From an optimization exercise on the open Yosys and OpenROAD flow, aimed at small area; shortcuts taken in it are not production practice.
Only simulation tests tie the RTL to the original design; equivalence was not proved.
The clock port is modelled as an ideal driver; clocking choices that lean on that would not hold on a real chip.
No activity file was given, so power comes from the tool's default toggle rates.

[flow/config.mk]
export PLATFORM = sky130hd
export DESIGN_NAME = quantizer
export DESIGN_NICKNAME = quantizer
export VERILOG_FILES = /design/flow/design.v
export SDC_FILE = /design/flow/constraint.sdc
export NUM_CORES = 4
export LEC_CHECK = 0
export CAP_MARGIN = 20
export CORE_AREA = 100 100 320 320
export DIE_AREA = 0 0 420 420
export SLEW_MARGIN = 20
[flow/constraint.sdc]
create_clock -name core_clock -period 5.0 [get_ports {clk}]
set_input_delay 1.0000 -clock core_clock [delete_from_list [all_inputs] [get_ports {clk}]]
set_output_delay 1.0000 -clock core_clock [all_outputs]
set_load 0.01 [all_outputs]
[flow/design.v]
localparam int coef_w      = 11;               
localparam int block_len   = 64;
localparam int block_dim   = 8;                
localparam int pipe_depth  = 3;
localparam logic qm_table_a = 1'b0;
localparam logic qm_table_b = 1'b1;
function automatic int shift_of(input logic m, input int idx);
	int row;
	int col;
	int sh;
	row = idx / block_dim;
	col = idx % block_dim;
	if (row == 0 && col < 3) sh = 4 + col;                   
	else if (row == 0 && col == 3) sh = (m == qm_table_a) ? 7 : 6;
	else if (row == 1 && col < 2) sh = 5 + col;              
	else if (row == 1 && col == 2 && m == qm_table_b) sh = 6;
	else if (row == 2 && col == 0) sh = 6;
	else if (row == 4 && col == 4 && m == qm_table_a) sh = 4;
	else sh = 9;
	shift_of = sh;
endfunction
`timescale 1ns/1ps
`default_nettype none
module quant_valid_pipe (
	input  wire        clk,
	input  wire        srst_n,
	input  wire        enable,
	output logic [2:0] stage_en
);
localparam int coef_w      = 11;               
localparam int block_len   = 64;
localparam int block_dim   = 8;                
localparam int pipe_depth  = 3;
localparam logic qm_table_a = 1'b0;
localparam logic qm_table_b = 1'b1;
function automatic int shift_of(input logic m, input int idx);
	int row;
	int col;
	int sh;
	row = idx / block_dim;
	col = idx % block_dim;
	if (row == 0 && col < 3) sh = 4 + col;                   
	else if (row == 0 && col == 3) sh = (m == qm_table_a) ? 7 : 6;
	else if (row == 1 && col < 2) sh = 5 + col;              
	else if (row == 1 && col == 2 && m == qm_table_b) sh = 6;
	else if (row == 2 && col == 0) sh = 6;
	else if (row == 4 && col == 4 && m == qm_table_a) sh = 4;
	else sh = 9;
	shift_of = sh;
endfunction
	always_ff @(posedge clk) begin
		if (!srst_n) begin
			stage_en <= '0;
		end else begin
			stage_en <= {stage_en[pipe_depth-2:0], enable};
		end
	end
endmodule
`default_nettype wire
`timescale 1ns/1ps
`default_nettype none
module quant_input_stage #(
	parameter int idx = 0
) (
	input  wire         clk,
	input  wire         mode,
	input  wire [10:0]  c,
	output wire [10:0]  q
);
localparam int coef_w      = 11;               
localparam int block_len   = 64;
localparam int block_dim   = 8;                
localparam int pipe_depth  = 3;
localparam logic qm_table_a = 1'b0;
localparam logic qm_table_b = 1'b1;
function automatic int shift_of(input logic m, input int idx);
	int row;
	int col;
	int sh;
	row = idx / block_dim;
	col = idx % block_dim;
	if (row == 0 && col < 3) sh = 4 + col;                   
	else if (row == 0 && col == 3) sh = (m == qm_table_a) ? 7 : 6;
	else if (row == 1 && col < 2) sh = 5 + col;              
	else if (row == 1 && col == 2 && m == qm_table_b) sh = 6;
	else if (row == 2 && col == 0) sh = 6;
	else if (row == 4 && col == 4 && m == qm_table_a) sh = 4;
	else sh = 9;
	shift_of = sh;
endfunction
	localparam int sh_a  = shift_of(qm_table_a, idx);
	localparam int sh_b  = shift_of(qm_table_b, idx);
	localparam int res_w = 12 - ((sh_a < sh_b) ? sh_a : sh_b);
	logic [res_w-1:0] r0;
	logic [res_w-1:0] r1;
	logic [res_w-1:0] r2;
	logic [res_w-1:0] r3;
	quant_round_stage #(.sh_a(sh_a), .sh_b(sh_b), .res_w(res_w)) u_round (
		.c    (c),
		.mode (mode),
		.r    (r0)
	);
	always_ff @(posedge clk) begin
		r1 <= r0;
		r2 <= r1;
		r3 <= r2;
	end
	assign q = {{(11-res_w){r3[res_w-1]}}, r3};
endmodule
`default_nettype wire
`timescale 1ns/1ps
`default_nettype none
module quant_round_stage #(
	parameter int sh_a  = 9,   
	parameter int sh_b  = 9,   
	parameter int res_w = 3    
) (
	input  wire [10:0]        c,
	input  wire               mode,
	output wire [res_w-1:0]   r
);
	logic signed [res_w-1:0] r_a;
	logic signed [res_w-1:0] r_b;
	assign r_a = round_of(c, sh_a);
	assign r_b = round_of(c, sh_b);
	function automatic logic [res_w-1:0] round_of(input logic [10:0] v, input int sh);
		logic [res_w-1:0] a;
		logic             carry;
		a = res_w'($signed(v) >>> sh);
		carry = v[sh-1];
		for (int i = 0; i < res_w; i++) begin
			round_of[i] = a[i] ^ carry;
			carry = carry & a[i];
		end
	endfunction
	generate
		if (sh_a == 9 && sh_b == 9) begin : g_coarse
			wire n;
			wire ns;
			quant_g_nand2 u_n  (.a(c[9]), .b(c[8]), .y(n));
			quant_g_o21a  u_r0 (.a1(c[9]), .a2(c[8]), .b1(n), .y(r[0]));
			quant_g_nand2 u_ns (.a(c[10]), .b(n), .y(ns));
			quant_g_o21ai u_r1 (.a1(c[10]), .a2(n), .b1(ns), .y(r[1]));
			quant_g_inv   u_r2 (.a(ns), .y(r[2]));
		end else if (sh_a == sh_b) begin : g_fixed
			assign r = r_a;
		end else begin : g_mode
			assign r = mode ? r_b : r_a;
		end
	endgenerate
endmodule
`default_nettype wire
`default_nettype none
module quant_g_nand2 (input wire a, input wire b, output wire y);
	assign y = ~(a & b);
endmodule
module quant_g_o21a (input wire a1, input wire a2, input wire b1, output wire y);
	assign y = (a1 | a2) & b1;
endmodule
module quant_g_o21ai (input wire a1, input wire a2, input wire b1, output wire y);
	assign y = ~((a1 | a2) & b1);
endmodule
module quant_g_inv (input wire a, output wire y);
	assign y = ~a;
endmodule
`default_nettype wire
`timescale 1ns/1ps
`default_nettype none
module quantizer (
	input  wire              clk,
	input  wire              srst_n,
	input  wire              enable,
	input  wire              mode,
	input  wire [64*11-1:0]  dct,
	output wire [64*11-1:0]  q,
	output wire              valid
);
localparam int coef_w      = 11;               
localparam int block_len   = 64;
localparam int block_dim   = 8;                
localparam int pipe_depth  = 3;
localparam logic qm_table_a = 1'b0;
localparam logic qm_table_b = 1'b1;
function automatic int shift_of(input logic m, input int idx);
	int row;
	int col;
	int sh;
	row = idx / block_dim;
	col = idx % block_dim;
	if (row == 0 && col < 3) sh = 4 + col;                   
	else if (row == 0 && col == 3) sh = (m == qm_table_a) ? 7 : 6;
	else if (row == 1 && col < 2) sh = 5 + col;              
	else if (row == 1 && col == 2 && m == qm_table_b) sh = 6;
	else if (row == 2 && col == 0) sh = 6;
	else if (row == 4 && col == 4 && m == qm_table_a) sh = 4;
	else sh = 9;
	shift_of = sh;
endfunction
	logic [pipe_depth-1:0] stage_en;
	quant_valid_pipe u_valid_pipe (
		.clk      (clk),
		.srst_n   (srst_n),
		.enable   (enable),
		.stage_en (stage_en)
	);
	assign valid = stage_en[pipe_depth-1];  
	for (genvar i = 0; i < block_len; i++) begin : g_lane
		quant_input_stage #(.idx(i)) u_lane (
			.clk  (clk),
			.mode (mode),
			.c    (dct[i*coef_w +: coef_w]),
			.q    (q[i*coef_w +: coef_w])
		);
	end
endmodule
`default_nettype wire
[flow/flow/run.sh]
#!/bin/bash
# Standard ORFS layout (the standard.sh) with these changes:
#  - synthesis: after elaboration, the coarse lanes' gate modules are bound
#    to the sky130hd cells they describe (canon.tcl, cells.v), and there is
#    no half/full-adder extraction, so ABC maps the few increments itself;
#  - ports get the smallest buffer (buf_1);
#  - the clock tree is built by clock_tree.tcl: the registers in 36 groups
#    of equal size by position, a clkbuf_8 per group and one clkbuf_16 root.
# All tool output goes to standard.log in this folder (and ORFS's own logs
# under orfs/logs).
set -euo pipefail
cd "$(dirname "$0")/.."
here="$PWD"
bash standard.sh \
	ADDER_MAP_FILE= \
	SYNTH_CANONICALIZE_TCL="$here/flow/canon.tcl" \
	QUANT_CELLS_V="$here/flow/cells.v" \
	BUFFER_PORTS_ARGS="-buffer_cell sky130_fd_sc_hd__buf_1" \
	PRE_CTS_TCL="$here/flow/clock_tree.tcl" \
	CTS_ARGS="-clk_nets clk -dont_use_dummy_load -buf_list sky130_fd_sc_hd__clkbuf_8" \
	finish > standard.log 2>&1
[flow/flow/canon.tcl]
# Runs inside ORFS's canonicalize step, after the design is elaborated.
# 1. The RTL's small gate modules are replaced by the sky130hd cells they
#    describe, so the coarse lanes keep the gates as written.
# 2. Each lane's rounding module (quant_round_stage, combinational, no
#    registers) is mapped to cells on its own with ABC, before the design
#    is flattened. Registers are untouched.
read_verilog -overwrite $::env(QUANT_CELLS_V)
hierarchy -check -top $::env(DESIGN_NAME)
set dont_use {}
foreach cell $::env(DONT_USE_CELLS) { lappend dont_use -dont_use $cell }
set libs {}
foreach lib $::env(LIB_FILES) { lappend libs -liberty $lib }
yosys proc *quant_round_stage
yosys opt *quant_round_stage
yosys techmap *quant_round_stage
yosys opt -fast *quant_round_stage
yosys abc {*}$libs {*}$dont_use *quant_round_stage
yosys opt_clean *quant_round_stage
[flow/flow/cells.v]
// The coarse lanes' gates, bound to the sky130hd cells they describe.
module quant_g_nand2 (input wire a, input wire b, output wire y);
	sky130_fd_sc_hd__nand2_1 u_cell (.A(a), .B(b), .Y(y));
endmodule

module quant_g_o21a (input wire a1, input wire a2, input wire b1, output wire y);
	sky130_fd_sc_hd__o21a_1 u_cell (.A1(a1), .A2(a2), .B1(b1), .X(y));
endmodule

module quant_g_o21ai (input wire a1, input wire a2, input wire b1, output wire y);
	sky130_fd_sc_hd__o21ai_0 u_cell (.A1(a1), .A2(a2), .B1(b1), .Y(y));
endmodule

module quant_g_inv (input wire a, output wire y);
	sky130_fd_sc_hd__inv_1 u_cell (.A(a), .Y(y));
endmodule
[flow/flow/clock_tree.tcl]
# Sourced by ORFS cts.tcl before clock_tree_synthesis (PRE_CTS_TCL); the
# CTS call that follows is limited to the net clk, which then has only the
# root buffer as its sink, so it adds nothing.
# Two-level clock tree: the registers are split into NX x NY groups of
# equal size by position (columns by x, then rows by y within a column);
# each group gets a leaf buffer at its centre, and one root buffer at the
# centre of the leaves drives them all from the clock port.
set nx 6
set ny 6
set leaf_master sky130_fd_sc_hd__clkbuf_8
set root_master sky130_fd_sc_hd__clkbuf_16
set block [ord::get_db_block]
set clk_net [$block findNet clk]
set sinks {}
foreach it [$clk_net getITerms] {
  set inst [$it getInst]
  lassign [$inst getLocation] x y
  lappend sinks [list $it $x $y]
}
set n [llength $sinks]
set sinks [lsort -integer -index 1 $sinks]
set cols {}
for {set i 0} {$i < $nx} {incr i} {
  set a [expr {$i * $n / $nx}]
  set b [expr {($i + 1) * $n / $nx - 1}]
  lappend cols [lrange $sinks $a $b]
}
set groups {}
foreach col $cols {
  set col [lsort -integer -index 2 $col]
  set m [llength $col]
  for {set j 0} {$j < $ny} {incr j} {
    set a [expr {$j * $m / $ny}]
    set b [expr {($j + 1) * $m / $ny - 1}]
    lappend groups [lrange $col $a $b]
  }
}
set lm [[ord::get_db] findMaster $leaf_master]
set rm [[ord::get_db] findMaster $root_master]
set root_net [odb::dbNet_create $block clknet_root]
$root_net setSigType CLOCK
set k 0
set lx 0; set ly 0
foreach g $groups {
  set sx 0; set sy 0
  foreach s $g { incr sx [lindex $s 1]; incr sy [lindex $s 2] }
  set cx [expr {$sx / [llength $g]}]
  set cy [expr {$sy / [llength $g]}]
  set buf [odb::dbInst_create $block $lm clkbuf_leaf_$k]
  $buf setLocation $cx $cy
  $buf setPlacementStatus PLACED
  set net [odb::dbNet_create $block clknet_leaf_$k]
  $net setSigType CLOCK
  foreach s $g {
    set it [lindex $s 0]
    $it disconnect
    $it connect $net
  }
  [$buf findITerm X] connect $net
  [$buf findITerm A] connect $root_net
  incr lx $cx; incr ly $cy
  incr k
}
set root [odb::dbInst_create $block $rm clkbuf_root]
$root setLocation [expr {$lx / $k}] [expr {$ly / $k}]
$root setPlacementStatus PLACED
[$root findITerm A] connect $clk_net
[$root findITerm X] connect $root_net
puts "clock tree: $n sinks in $k groups"
[flow/standard.sh]
#!/bin/bash
# synth_recipe.tcl (not shown) runs the flow's synth.tcl, then flattens the netlist and writes it again
# the make line also repeats each setting of config.mk as NAME=value (left out here)
make -C /OpenROAD-flow-scripts/flow DESIGN_CONFIG=/design/flow/config.mk WORK_HOME=/design/flow/orfs CLKGATE_MAP_FILE= SYNTH_SCRIPT=/design/flow/synth_recipe.tcl "${@:-finish}"
==> flow_summary_export.csv, run 1 <==
group,metric,value,unit
cts,cts_hold_buffers,0,
setup_path,start_kind,"flop",
power,leakage,8.285,nW
grt,grtUsageTotal,15.23,%
cts,clock_latency,0.61,ns
sta,rsz0062_at_grt,"false",
job,maxCapViolCount,0,
sta,max_slew_margin,47.39,%
detailed_routing,viasPerCell,4.702,
grt,antenna_found_initial,169,
setup_path,r2r_start,"u_valid_pipe.stage_en[1]",
power,power,9.509,mW
setup_path,reg2reg_depth,1,
sta,finalSetupViolCount,0,
setup_path,cp.required,4.00,ns
cts,cts.clk_slew.worst_paths,0.11,ns
setup_path,ff2ff_setup_slack,4.45,ns
placed_design,dp_hpwl,151.9,mm
sta,skew,0.01512,ns
grt,grt-ovfl-total,0,
setup_path,crit_path_cell_trace,"buf_1",
detailed_routing,wire_per_inst,59.92,um
grt,grt_pass1_wl,183.2,mm
grt,grt_start_max_net_pins,37,
setup_path,path_class,"flop to output pin",
logic_synthesis,ys_warn_count,65,
floorplanning,ioPinCount,1413,
floorplanning,initial_core_util,40.64,%
floorplanning,die_h,420,um
floorplanning,rows,80,
setup_path,r2r_end,"u_valid_pipe.stage_en[2]",
floorplanning,fp.coreArea,47750,um2
status,outcome,"finished clean",
placed_design,gp_congestion,0.8720,
detailed_routing,totalWireLength,161.4,mm
setup_path,critPathMaxFanout,10,
final_layout,area_growth,6.294,%
logic_synthesis,synth_cell_types,34,
logic_synthesis,syn_area,19400,um2
sta,worst_pin_slew,0.7881,ns
logic_synthesis,ys_ff_latch,678,
floorplanning,fp.dieW,420,um
cts,cts_setup_buffers,0,
logic_synthesis,syn_nets,2287,
cts,cts_resized,0,
final_layout,final_util,43.20,%
detailed_routing,first_iter_violations,818,
sta,fin_crit,2.933,ns
final_layout,postLayoutCellArea,20620,um2
setup_path,worst_setup_path_end_kind,"output pin",
setup_path,critPathBufInv,1,
sta,fin_crit_sh,58.67,%
logic_synthesis,netlist_instances,1579,
setup_path,crit_path_end,"q[603]",
placed_design,place_area,20090,um2
final_layout,drive_above_1_share,1.835,%
setup_path,crit_family,"flip-flops",
detailed_routing,drcViolationCount,0,
final_layout,final_nets,2781,
detailed_routing,dr_total_vias,12660,
setup_path,slowest_delay,0.85,ns
setup_path,startpoint,"g_lane[54].u_lane.r3[2]",
setup_path,cpMaxStageDelayCell,"dfxtp_1",
detailed_routing,firstDrtPassIters,6,
sta,finalMaxSlewViolations,0,
power,p_per_area,461.1,nW/um2
sta,tns,0,ns
logic_synthesis,avgSynthCellArea,12.29,um2
min_path,hp-class,"flop to flop",
logic_synthesis,yosysSeqAreaShare,69.95,%
grt,grt_pass1_vias,11150,
floorplanning,die-area,176400,um2
power,ir_drop,0.2903,mV
setup_path,arrival,1.93,ns
min_path,hold_path_depth,0,
setup_path,cp.depth,1,
sta,hold_viol,0,
sta,fmax,340.9,MHz
detailed_routing,ant_nets,0,
placed_design,io_buffer_count,933,
==> logic make-up after synthesis <==
| logic type | share of synthesized area (%) |
|---|---|
| AOI/OAI and AO/OA | 4.682 |
| xor gates and xnor gates | 1.490 |
| buffers and inverters | 19.65 |
| DFF | 69.95 |
| muxes | 0.1032 |
| and+or+nand+nor | 4.121 |
==> area by class of cell <==
class	instances	area, um2
fill	4586	27120
sequential	678	13570
timing repair buffer	934	3510
multi-input combinational	364	2017
tap	615	769.5
buffer	37	520.5
inverter	58	217.7
antenna	7	17.52
==> stage by stage <==
step	hold WS, ns	worst slack, ns	std cells
after global placement	0.3095	2.657	2649
after CTS	0.3121	2.647	2686
final	0.3260	2.067	2693
after global routing	0.3321	1.975	2689
after detailed placement	0.3121	2.648	2649
after floorplan	0.3096	3.178	1579
==> sequential cells by signal (all words and copies together), names as in the netlist <==
| signal | flops |
|---|---|
| g_lane.u_lane.r2 | 225 |
| g_lane.u_lane.r3 | 225 |
| g_lane.u_lane.r1 | 225 |
| u_valid_pipe.stage_en | 3 |
==> worst min path at each step <==
stage	from	to	slack [ns]
finish	g_lane[16].u_lane.r2[1]	g_lane[16].u_lane.r3[1]	0.33
detailed placement	g_lane[18].u_lane.r2[0]	g_lane[18].u_lane.r3[0]	0.31
global route	g_lane[9].u_lane.r2[1]	g_lane[9].u_lane.r3[1]	0.33
CTS	g_lane[18].u_lane.r2[0]	g_lane[18].u_lane.r3[0]	0.31
floorplan	g_lane[0].u_lane.r1[0]	g_lane[0].u_lane.r2[0]	0.31
global placement	g_lane[42].u_lane.r1[2]	g_lane[42].u_lane.r2[2]	0.31
==> Yosys cell counts <==
library cell,n,area [um2]
a32o_1,1,10.01
o32ai_1,1,8.760
clkinv_1,3,11.26
and2_1,3,18.77
and2_0,6,37.54
nor3_1,2,10.01
mux2i_1,2,20.02
o211ai_1,1,7.510
o221ai_1,1,8.760
nand3b_1,1,7.510
nand2b_1,3,18.77
a211oi_1,1,7.510
a221o_1,1,10.01
xnor2_1,19,166.4
dfxtp_1,678,13570
and3_1,5,31.28
a31o_1,1,8.760
a31oi_1,7,43.79
o31ai_1,2,15.01
and3b_1,1,8.760
inv_1,55,206.5
nand4_1,5,31.28
nand3_1,10,50.05
buf_4,479,3596
and4_1,5,43.79
nor2b_1,2,12.51
xor2_1,14,122.6
o21a_1,55,412.9
nand2_1,132,495.5
a21oi_1,9,45.04
nor2_1,9,33.78
o22ai_1,1,6.260
o311ai_0,1,8.760
o21ai_0,63,315.3
==> power by group <==
group	leakage, nW	total (mW)	internal, mW	switching [mW]
clock network	0.271	2.15	0.675	1.47
registers	5.71	6.01	5.83	0.181
logic	2.30	1.36	0.257	1.10
==> layout by cell type, fill, tap and decap left out, drive strengths merged, types with 2 or more instances in the layout <==
cell and instances:
o31ai 2, mux2i 2, nand3 10, nand2 132, and3 5, inv 55
nand2b 3, nor2 9, nor3 2, nand4 5, dfxtp 678, a21oi 9
buf 934, and4 5, o21ai 63, xnor2 19, clkinv 3, xor2 14
o21a 55, and2 9, a31oi 7, diode 7, nor2b 2, clkbuf 37
==> per-layer routing <==
metal / track usage, % / part of all wire (%)
met5: 0.9147 / 0.51
met4: 2.664 / 3.3
met3: 18.10 / 24
met2: 26.53 / 48
met1: 10.52 / 25
==> run 2, diff against run 1 <==
--- a/flow/config.mk
+++ b/flow/config.mk
@@ -7,5 +7,5 @@
 export LEC_CHECK = 0
 export CAP_MARGIN = 20
-export CORE_AREA = 100 100 320 320
+export CORE_AREA = 120 120 300 300
 export DIE_AREA = 0 0 420 420
 export SLEW_MARGIN = 20
==> flow_summary_export.csv, run 2 <==
group,metric,value,unit
grt,grtUsageTotal,17.73,%
grt,grt_start_max_net_pins,37,
floorplanning,fp.dieW,420,um
final_layout,final_nets,2780,
grt,antenna_found_initial,211,
setup_path,cp.required,4.00,ns
setup_path,critPathMaxFanout,9,
placed_design,place_inst,2468,
final_layout,nFillCells,2634,
setup_path,critPathBufInv,1,
sta,fmax,364.0,MHz
detailed_routing,viasPerCell,5.112,
final_layout,area_growth,5.229,%
status,outcome,"finished clean",
detailed_routing,ant_nets,0,
sta,fin_crit_sh,54.95,%
floorplanning,ioPinCount,1413,
placed_design,dp_hpwl,179.5,mm
power,leakage,8.283,nW
logic_synthesis,synth_top_flop_cell,"dfxtp_1",
logic_synthesis,synth-async-reset-ratio,0,%
min_path,hp-class,"flop to flop",
sta,fin_crit,2.747,ns
placed_design,io_buffer_count,933,
setup_path,arrival,1.75,ns
grt,grt_pass1_vias,11310,
logic_synthesis,syn_nets,2287,
placed_design,gp_congestion,0.9077,
logic_synthesis,netlist_instances,1579,
cts,clock_latency,0.58,ns
final_layout,multi_input_area,2017,um2
sta,max_slew_margin,45.68,%
logic_synthesis,synth.most_common_cell,"dfxtp_1",
logic_synthesis,synth_common_cells,"678 x dfxtp_1, 479 x buf_4, 132 x nand2_1, 63 x o21ai_0",
logic_synthesis,synth_edf_count,0,
detailed_routing,totalWireLength,188.6,mm
logic_synthesis,synthTopCellsByArea,"dfxtp_1 70%, buf_4 19%, nand2_1 2.6%",
floorplanning,die_h,420,um
setup_path,slowest_delay,0.60,ns
job,maxCapViolCount,0,
logic_synthesis,yosysSeqAreaShare,69.95,%
cts,cts_setup_buffers,0,
detailed_routing,wire_per_inst,74.76,um
logic_synthesis,avgSynthCellArea,12.29,um2
final_layout,reg_top3,"g_lane.u_lane.r1 x225, g_lane.u_lane.r2 x225, g_lane.u_lane.r3 x225",
setup_path,crit_path_cell_trace,"buf_1",
floorplanning,rows,65,
sta,rsz0062_at_grt,"false",
power,ir_drop,0.4196,mV
detailed_routing,firstDrtPassIters,6,
placed_design,place_area,19850,um2
final_layout,drive_above_1_share,1.836,%
setup_path,crit_family,"flip-flops",
logic_synthesis,ys_warn_count,65,
sta,hold_viol,0,
sta,worst_pin_slew,0.8180,ns
logic_synthesis,synth_area_leader_cell,"dfxtp_1",
cts,cts.clk_slew.worst_paths,0.10,ns
grt,grt_pass1_wl,210.2,mm
setup_path,path_class,"flop to output pin",
grt,grt-ovfl-total,0,
sta,whs,0.3314,ns
cts,cts_resized,0,
floorplanning,die-area,176400,um2
floorplanning,fp.coreArea,31800,um2
cts,cts_hold_buffers,0,
logic_synthesis,synth_cell_types,34,
floorplanning,initial_core_util,61.02,%
final_layout,final_common_cell,"buf_1",
detailed_routing,drcViolationCount,0,
power,p_per_area,470.9,nW/um2
detailed_routing,first_iter_violations,1139,
sta,finalMaxSlewViolations,0,
sta,tns,0,ns
detailed_routing,dr_total_vias,12890,
sta,skew,0.008201,ns
final_layout,postLayoutCellArea,20420,um2
setup_path,start_kind,"flop",
final_layout,layout_common_cells,"932 x buf_1, 678 x dfxtp_1, 132 x nand2_1",
setup_path,worst_setup_path_end_kind,"output pin",
logic_synthesis,synth_top_area_share,69.95,%
sta,finalSetupViolCount,0,
setup_path,cpMaxStageDelayCell,"dfxtp_1",
final_layout,seq_area,13570,um2
logic_synthesis,syn_area,19400,um2
final_layout,stdcell_count,2522,
logic_synthesis,ys_ff_latch,678,
final_layout,final_util,64.21,%
-- run 2: cell families (layout without fill, tap and decap cells) --
logic type | after synthesis | in the layout | share of synthesized area, %
xor gates and xnor gates | 33 | 33 | 1.490
muxes | 2 | 2 | 0.1032
other | 0 | 17 | 0
AOI/OAI and AO/OA | 145 | 145 | 4.682
buffers and inverters | 537 | 1028 | 19.65
and+or+nand+nor | 184 | 184 | 4.121
DFF | 678 | 678 | 69.95
-- run 2: per-layer routing --
layer	vias to the layer above	part of all wire, %	routed length (um)	track usage, %
met4	84	3.5	6527	3.701
li1	5450	-	-	-
met5	-	0.40	760	1.103
met2	1220	48	90570	30.81
met3	535	23	43700	20.71
met1	5603	25	47000	12.19
-- run 2: area by class of cell --
cell class | instances | share of cell area (%)
buffer | 37 | 2.549
tap | 435 | 2.666
sequential | 678 | 66.47
antenna | 17 | 0.2083
timing repair buffer | 933 | 17.16
inverter | 58 | 1.066
multi-input combinational | 364 | 9.878
-- run 2: power by group --
part / total (mW) / switching (mW) / internal [mW]
Sequential: 6.00 / 0.174 / 5.83
Clock: 2.11 / 1.43 / 0.675
Combinational: 1.51 / 1.25 / 0.256
Total: 9.62 / 2.86 / 6.76
-- run 2: final timing paths --
path	start	endpoint	slack [ns]	depth (start not counted)
worst min register to register	g_lane[5].u_lane.r2[2]	g_lane[5].u_lane.r3[2]	0.33	0
worst max-delay path	g_lane[43].u_lane.r3[2]	q[477]	2.25	1
worst min-delay path	g_lane[5].u_lane.r2[2]	g_lane[5].u_lane.r3[2]	0.33	0
worst max register to register	u_valid_pipe.stage_en[1]	u_valid_pipe.stage_en[2]	4.47	1
-- run 2: per-stage QoR --
stage               worst slack, ns  total power, mW
finish                        2.253            9.616
global route                  2.181            10.09
CTS                           2.479            9.366
detailed placement            2.491            7.740
global placement              2.526            7.719
floorplan                     3.178            6.745
==> run 3, diff against run 2 <==
--- a/flow/flow/run.sh
+++ b/flow/flow/run.sh
@@ -5,6 +5,6 @@
 #    no half/full-adder extraction, so ABC maps the few increments itself;
 #  - ports get the smallest buffer (buf_1);
-#  - the clock tree is built by clock_tree.tcl: the registers in 36 groups
-#    of equal size by position, a clkbuf_8 per group and one clkbuf_16 root.
+#  - the clock tree is built by clock_tree.tcl: the registers in 35 groups
+#    of equal size by position, a clkbuf_8 per group and one clkbuf_8 root.
 # All tool output goes to standard.log in this folder (and ORFS's own logs
 # under orfs/logs).
--- a/flow/flow/clock_tree.tcl
+++ b/flow/flow/clock_tree.tcl
@@ -6,8 +6,8 @@
 # each group gets a leaf buffer at its centre, and one root buffer at the
 # centre of the leaves drives them all from the clock port.
-set nx 6
-set ny 6
+set nx 5
+set ny 7
 set leaf_master sky130_fd_sc_hd__clkbuf_8
-set root_master sky130_fd_sc_hd__clkbuf_16
+set root_master sky130_fd_sc_hd__clkbuf_8
 set block [ord::get_db_block]
 set clk_net [$block findNet clk]
==> flow_summary_export.csv, run 3 <==
group,metric,value,unit
sta,finalSetupViolCount,0,
placed_design,io_buffer_count,933,
final_layout,layout_common_cells,"933 x buf_1, 678 x dfxtp_1, 132 x nand2_1",
floorplanning,ioPinCount,1413,
sta,fin_crit_sh,58.91,%
logic_synthesis,synth_edf_count,0,
final_layout,final_common_cell,"buf_1",
setup_path,path_class,"flop to output pin",
sta,worst_pin_slew,0.7668,ns
setup_path,reg2reg_depth,1,
logic_synthesis,synth_cell_types,34,
setup_path,critPathMaxFanout,9,
setup_path,arrival,1.95,ns
sta,tns,0,ns
status,outcome,"finished clean",
final_layout,area_growth,5.255,%
final_layout,reg_top3,"g_lane.u_lane.r1 x225, g_lane.u_lane.r2 x225, g_lane.u_lane.r3 x225",
setup_path,cp.required,4.00,ns
logic_synthesis,synth_top_area_share,69.95,%
floorplanning,fp.coreArea,31800,um2
placed_design,place_area,19850,um2
final_layout,drive_above_1_share,1.787,%
sta,max_slew_margin,49.08,%
sta,hold_viol,0,
setup_path,startpoint,"g_lane[43].u_lane.r3[2]",
detailed_routing,dr_total_vias,12930,
cts,cts_setup_buffers,0,
floorplanning,rows,65,
min_path,worstHoldStart,"g_lane[21].u_lane.r2[2]",
grt,antenna_found_initial,215,
power,power,9.558,mW
logic_synthesis,netlist_instances,1579,
logic_synthesis,ys_ff_latch,678,
sta,whs,0.3189,ns
setup_path,start_kind,"flop",
placed_design,gp_congestion,0.9077,
setup_path,worst_setup_path_end_kind,"output pin",
sta,skew,0.01739,ns
detailed_routing,ant_nets,0,
floorplanning,initial_core_util,61.02,%
grt,grt_pass1_vias,11300,
logic_synthesis,synth.most_common_cell,"dfxtp_1",
placed_design,dp_hpwl,179.5,mm
grt,grtUsageTotal,17.72,%
setup_path,ff2ff_setup_slack,4.47,ns
power,p_per_area,468.0,nW/um2
detailed_routing,totalWireLength,188.5,mm
logic_synthesis,synth_common_cells,"678 x dfxtp_1, 479 x buf_4, 132 x nand2_1, 63 x o21ai_0",
detailed_routing,first_iter_violations,949,
placed_design,pre_cts_ws,2.491,ns
setup_path,r2r_start,"u_valid_pipe.stage_en[1]",
logic_synthesis,synth_area_leader_cell,"dfxtp_1",
sta,rsz0062_at_grt,"false",
cts,clock_latency,0.72,ns
cts,cts.clk_slew.worst_paths,0.11,ns
sta,finalMaxSlewViolations,0,
power,leakage,8.274,nW
setup_path,cpMaxStageDelayCell,"dfxtp_1",
logic_synthesis,synthTopCellsByArea,"dfxtp_1 70%, buf_4 19%, nand2_1 2.6%",
grt,grt-ovfl-total,0,
logic_synthesis,syn_area,19400,um2
detailed_routing,wire_per_inst,74.50,um
sta,fin_crit,2.946,ns
detailed_routing,drcViolationCount,0,
setup_path,crit_family,"flip-flops",
setup_path,crit_path_end,"q[477]",
job,maxCapViolCount,0,
cts,cts_hold_buffers,0,
grt,grt_start_max_net_pins,36,
final_layout,final_nets,2780,
setup_path,cp.depth,1,
setup_path,r2r_end,"u_valid_pipe.stage_en[2]",
detailed_routing,viasPerCell,5.111,
min_path,hp-class,"flop to flop",
grt,grt_pass1_wl,210.2,mm
setup_path,crit_path_cell_trace,"buf_1",
floorplanning,die_h,420,um
logic_synthesis,synth-async-reset-ratio,0,%
logic_synthesis,ys_warn_count,65,
setup_path,critPathBufInv,1,
logic_synthesis,syn_nets,2287,
floorplanning,fp.dieW,420,um
final_layout,postLayoutCellArea,20420,um2
logic_synthesis,synth_top_flop_cell,"dfxtp_1",
setup_path,slowest_delay,0.61,ns
cts,cts_resized,0,
power,ir_drop,0.3450,mV
floorplanning,die-area,176400,um2
logic_synthesis,yosysSeqAreaShare,69.95,%
detailed_routing,firstDrtPassIters,5,
sta,fmax,339.5,MHz
sta,setup_ws,2.054,ns
logic_synthesis,avgSynthCellArea,12.29,um2
-- run 3: layer usage --
| layer | vias to the layer above | wire (um) | global-route usage (%) |
|---|---|---|---|
| li1 | 5461 | - | - |
| met1 | 5597 | 45720 | 11.97 |
| met2 | 1246 | 90240 | 30.52 |
| met3 | 541 | 44800 | 21.11 |
| met4 | 86 | 7032 | 4.317 |
| met5 | - | 699 | 0.8340 |
-- run 3: worst min-delay path by stage --
| stage | end | cells past startpoint |
|---|---|---|
| 6_report | g_lane[21].u_lane.r3[2] | 0 |
| 5_1_grt | g_lane[13].u_lane.r2[0] | 0 |
| 4_1_cts | g_lane[0].u_lane.r3[1] | 0 |
| 3_5_place_dp | g_lane[0].u_lane.r3[1] | 0 |
| 3_3_place_gp | g_lane[2].u_lane.r2[2] | 0 |
| 2_1_floorplan | g_lane[0].u_lane.r2[0] | 0 |
-- run 3: cells by family after synthesis --
kind of cell	after synthesis	share of synthesized area, %
flip-flops	678	69.95
buffers and inverters	537	19.65
AND/OR/NAND/NOR	184	4.121
AO/OA/AOI/OAI	145	4.682
XOR/XNOR	33	1.490
multiplexers	2	0.1032
-- run 3: through the flow --
| stage | std cells | util (%) |
|---|---|---|
| 6_report | 2530 | 64.23 |
| 5_1_grt | 2518 | 64.13 |
| 4_1_cts | 2504 | 63.99 |
| 3_5_place_dp | 2468 | 62.44 |
| 3_3_place_gp | 2468 | 62.44 |
| 2_1_floorplan | 1579 | - |
-- run 3: power by group --
group / internal [mW] / switching, mW
combinational: 0.256 / 1.25
sequential: 5.83 / 0.175
clock: 0.638 / 1.41
total: 6.72 / 2.84
-- run 3: layout make-up --
cell class / count / area (um2)
well taps: 435 / 544.3
plain buffers: 36 / 495.5
fillers: 2626 / 11380
diodes: 25 / 62.56
multi-input cells: 364 / 2017
inverters: 58 / 217.7
repair buffers: 934 / 3513
flip-flops and latches: 678 / 13570

## re-timing with driven ports
The flow's constraints put no driver on any port. The routed layouts listed below were extracted and timed again, unchanged, in two steps. Step 1: set_driving_cell puts a clkbuf_16 on clk and a buf_2 on each other input, an assumption about the parent block. Step 2 moves the port delays by t, midway between the first and last clock arrival at a register: inputs arrive t later, outputs are due t later. That takes back most of the time a late clock gives input paths. Three values: no drivers, after step 1, after step 2; two values: the first two.
run	t (ns)	slack for setup (ns)	hold WS [ns]	worst setup path after step 2	worst slew at a driven data input, ns
run 1	0.667	2.067 / 1.997 / 2.664	0.326 / 0.326 / 0.326	register to output	0.23
run 2	0.650	2.253 / 2.177 / 2.734	0.331 / 0.331 / 0.331	input to register	0.24
run 3	0.812	2.054 / 1.960 / 2.754	0.319 / 0.319 / 0.319	input to register	0.24
After both steps every run listed still meets setup and hold.
